This design comes from an exercise in tuning for small area on the open sky130 flow, not from production work.
In this exercise RTL edits were held to simulation tests only and were not proved equivalent to the original.
Power figures rest on the tool's default switching activity, not on a simulated workload.

## yarrow
## vector_alu
module vector_alu
(
    input  logic        clk,
    input  logic        arst_n,
    input  logic        op_valid,      
    input  logic [5:0]  alu_op,
    input  logic [1:0]  width,         
    input  logic [0:63] reg_a_data,
    input  logic [0:63] reg_b_data,
    output logic [0:63] alu_out,       
    output logic        result_valid   
);
    logic [63:0] a, b;
    assign a = reg_a_data;
    assign b = reg_b_data;
    logic [63:0] arith_result;
    logic [63:0] sh_out;
    logic        srl;
    simd_arith arith_i (
        .alu_op       (alu_op),
        .width        (width),
        .a            (a),
        .b            (b),
        .arith_result (arith_result)
    );
    simd_bitmanip bitmanip_i (
        .alu_op          (alu_op),
        .width           (width),
        .a               (a),
        .b               (b),
        .sh_out          (sh_out),
        .srl             (srl)
    );
    result_select select_i (
        .clk             (clk),
        .arst_n          (arst_n),
        .op_valid        (op_valid),
        .arith_result    (arith_result),
        .sh_out          (sh_out),
        .srl             (srl),
        .alu_out         (alu_out),
        .result_valid    (result_valid)
    );
endmodule
For scale: roughly 4,200 cells after synthesis, roughly 65 flip-flops, about 200 I/O pins, about 38,000 um^2 of cells after synthesis.
clock: 16.0 ns
lec_check: 0
cap_margin: 20
core_margin: 2
core_utilization: 30
slew_margin: 20
synth_hierarchical: 1
run.sh (not shown) runs the stock make flow with config.mk's settings and CLKGATE_MAP_FILE= SYNTH_SCRIPT=/design/flow/synth_recipe.tcl, a recipe that flattens the netlist after the stock synthesis.
yarrow reached the final stage; the timing, design-rule and antenna checks on its layout passed.
The inputs of maple differ from those of yarrow as listed below.
==> flow/flow/run.sh (new file) <==
#!/bin/bash
# The standard layout (the standard.sh, all ORFS steps unchanged), except that the
# input and output port buffers that global placement adds are the smallest buffer,
# sky130_fd_sc_hd__buf_1, instead of the cell buffer_ports picks by itself.
# The whole make output goes to standard_flow.log here; ORFS keeps its per-step logs in orfs/logs.
set -euo pipefail
export BUFFER_PORTS_ARGS="-buffer_cell sky130_fd_sc_hd__buf_1"
bash standard.sh > standard_flow.log 2>&1
==> flow/standard.sh (new file) <==
#!/bin/bash
# synth_recipe.tcl (not shown) runs the flow's synth.tcl, then flattens the netlist and writes it again
# the make line also repeats each setting of config.mk as NAME=value (left out here)
make -C /OpenROAD-flow-scripts/flow DESIGN_CONFIG=/design/flow/config.mk WORK_HOME=/design/flow/orfs CLKGATE_MAP_FILE= SYNTH_SCRIPT=/design/flow/synth_recipe.tcl "${@:-finish}"
removed: flow/run.sh
Notes after the runs:
- maple | stages: all done | timing, DRC, antenna: all pass
- Portion of total power attributed to combinational logic, yarrow and maple: lower on maple
- Delta (maple minus yarrow): count of non-filler cells in the finished layout increased about 0.8%; final-layout fill cell count +161; final max-slew violation count barely changed; number of nets in the final layout climbed 27; power share of the clock group +1.1 points.
- Global-route usage sits lower in maple than in yarrow.
- Cell internal power dissipation in maple is 8.3% below yarrow.
- maple against yarrow: core utilization shows a reduction of 0.77 points, total detailed-routing wirelength shows a reduction of 2300 um.
- Area added between synthesis and finish in maple is 2.5 points lower than in yarrow

* * *

Another version of the RTL of vector_alu (not shown whole).
Size in the first run: ~4100 cells after synthesis, about 200 I/O pins.
Settings: LEC_CHECK=0, CAP_MARGIN=20, CORE_MARGIN=2, CORE_UTILIZATION=60, PLACE_DENSITY=0.85, SLEW_MARGIN=20, SYNTH_HIERARCHICAL=1; clock period 16.0 ns.
standard.sh (not shown) runs the stock make flow with config.mk's settings and CLKGATE_MAP_FILE= SYNTH_SCRIPT=/design/flow/synth_recipe.tcl, a recipe that flattens the netlist after the stock synthesis.
==> flow/flow/run.sh <==
#!/bin/bash
# The standard layout (the standard.sh running the ORFS steps), with four changes made
# through ORFS's own hooks and variables, none to its scripts:
#  - the port buffers that global placement adds are sky130_fd_sc_hd__buf_1 (BUFFER_PORTS_ARGS)
#  - after synthesis, combinational cells go back to drive strength 1 (POST_SYNTH_TCL,
#    flow/downsize.tcl); the resizer upsizes later where needed
#  - clock tree synthesis without dummy loads, from clkbuf_8 cells (CTS_ARGS)
#  - after the placement resizer, an input port buffer that only drives one resizer buffer
#    is dropped and that buffer becomes the port buffer (POST_RESIZE_TCL, flow/mergebuf.tcl)
# The make output goes to standard_flow.log here; ORFS keeps its per-step logs in orfs/logs.
set -euo pipefail
here=$(pwd)
export BUFFER_PORTS_ARGS="-buffer_cell sky130_fd_sc_hd__buf_1"
export POST_SYNTH_TCL="$here/flow/downsize.tcl"
export CTS_ARGS="-sink_clustering_enable -repair_clock_nets -dont_use_dummy_load -buf_list sky130_fd_sc_hd__clkbuf_8"
export POST_RESIZE_TCL="$here/flow/mergebuf.tcl"
bash standard.sh > standard_flow.log 2>&1
Other scripts of this flow, unchanged in this note and not shown: flow/flow/downsize.tcl, flow/flow/mergebuf.tcl
The baseline passed the timing, design-rule and antenna checks.
Next try:
CAP_MARGIN = 5   (was 20)
CORE_UTILIZATION = 30   (was 60)
PLACE_DENSITY = 0.8   (was 0.85)
SLEW_MARGIN = 5   (was 20)
The new run passed the timing, design-rule and antenna checks.
Clock-buffer cell count does not change.
Setup slack gets better by 0.12 ns.
Non-clock buffer count goes down by 2.
Utilization fell by 31 points.
Design area went up by 2.4%.
Clock power shrinks by about 5%.
Wire length came out lower by 2.1%.
Next try:
CAP_MARGIN = 20   (was 5)
SLEW_MARGIN = 20   (was 5)
Effect:
- The new run completed with no timing, DRC or antenna violations
- worst hold slack gains 0.021 ns
- total power hardly moves
- clock-buffer cell count stays the same
- synthesized cell count does not change
- synthesized area is unchanged
- combinational power is about the same
Next try:
CORE_UTILIZATION = 45   (was 30)
=>
- The changed run produced a clean layout
- non-clock buffer count fell by 17
- global-route usage rose by 13 points
- hold slack loses 0.068 ns
- synthesized area stays the same
- fmax rose by about 1%
- setup slack gains 0.15 ns
- clock skew rose by 0.0057 ns
- via count hardly moves
Next try:
PLACE_DENSITY = 0.7   (was 0.8)
=>
- clock skew hardly moves
- design area climbs by 0.36%
- routed wire length climbs by 4.4%
- core utilization climbs by 0.17 points

## re-timing with driven ports
How much do the figures lean on ideal ports? The routed layouts below were timed once more, with nothing changed but the port constraints.
Step 1 (the two cells are an assumption about what drives the block):
set clk [get_ports {clk}]
set_driving_cell -lib_cell sky130_fd_sc_hd__clkbuf_16 $clk
set_driving_cell -lib_cell sky130_fd_sc_hd__buf_2 [delete_from_list [all_inputs] $clk]
Step 2 times the ports against the registers' clock, not the clock port: input delays grow and output delays shrink by t, the midpoint of the rising clock arrivals with the driver on.
Slacks: ideal ports / drivers / drivers and shift; pairs: ideal ports / drivers.
| run | shift t [ns] | setup WS [ns] | hold WS [ns] | latest minus earliest clock arrival (ns) | pins driven straight from the clock port |
|---|---|---|---|---|---|
| yarrow | 0.429 | 1.274 / 1.263 / 0.834 | 0.543 / 0.543 / 0.543 | 0.017 / 0.018 | 1 |
| maple | 0.420 | 1.476 / 1.500 / 1.080 | 0.553 / 0.553 / 0.553 | 0.014 / 0.013 | 1 |
| the first run of note 2 | 0.462 | 1.234 / 1.138 / 0.677 | 1.779 / 1.779 / 1.779 | 0.026 / 0.027 | 1 |
| the second run of note 2 | 0.447 | 1.349 / 1.360 / 0.913 | 1.828 / 1.828 / 1.828 | 0.056 / 0.057 | 1 |
| the third run of note 2 | 0.433 | 1.454 / 1.461 / 1.027 | 1.849 / 1.849 / 1.849 | 0.024 / 0.025 | 1 |
| the fourth run of note 2 | 0.427 | 1.606 / 1.626 / 1.199 | 1.782 / 1.782 / 1.782 | 0.030 / 0.030 | 1 |
| the fifth run of note 2 | 0.438 | 1.352 / 1.375 / 0.938 | 1.741 / 1.741 / 1.741 | 0.029 / 0.029 | 1 |
After both steps setup and hold are still met in every run listed. For the first run of note 2, which loses most, drivers alone change the setup slack by -0.096 ns; drivers and shift together by -0.557 ns.
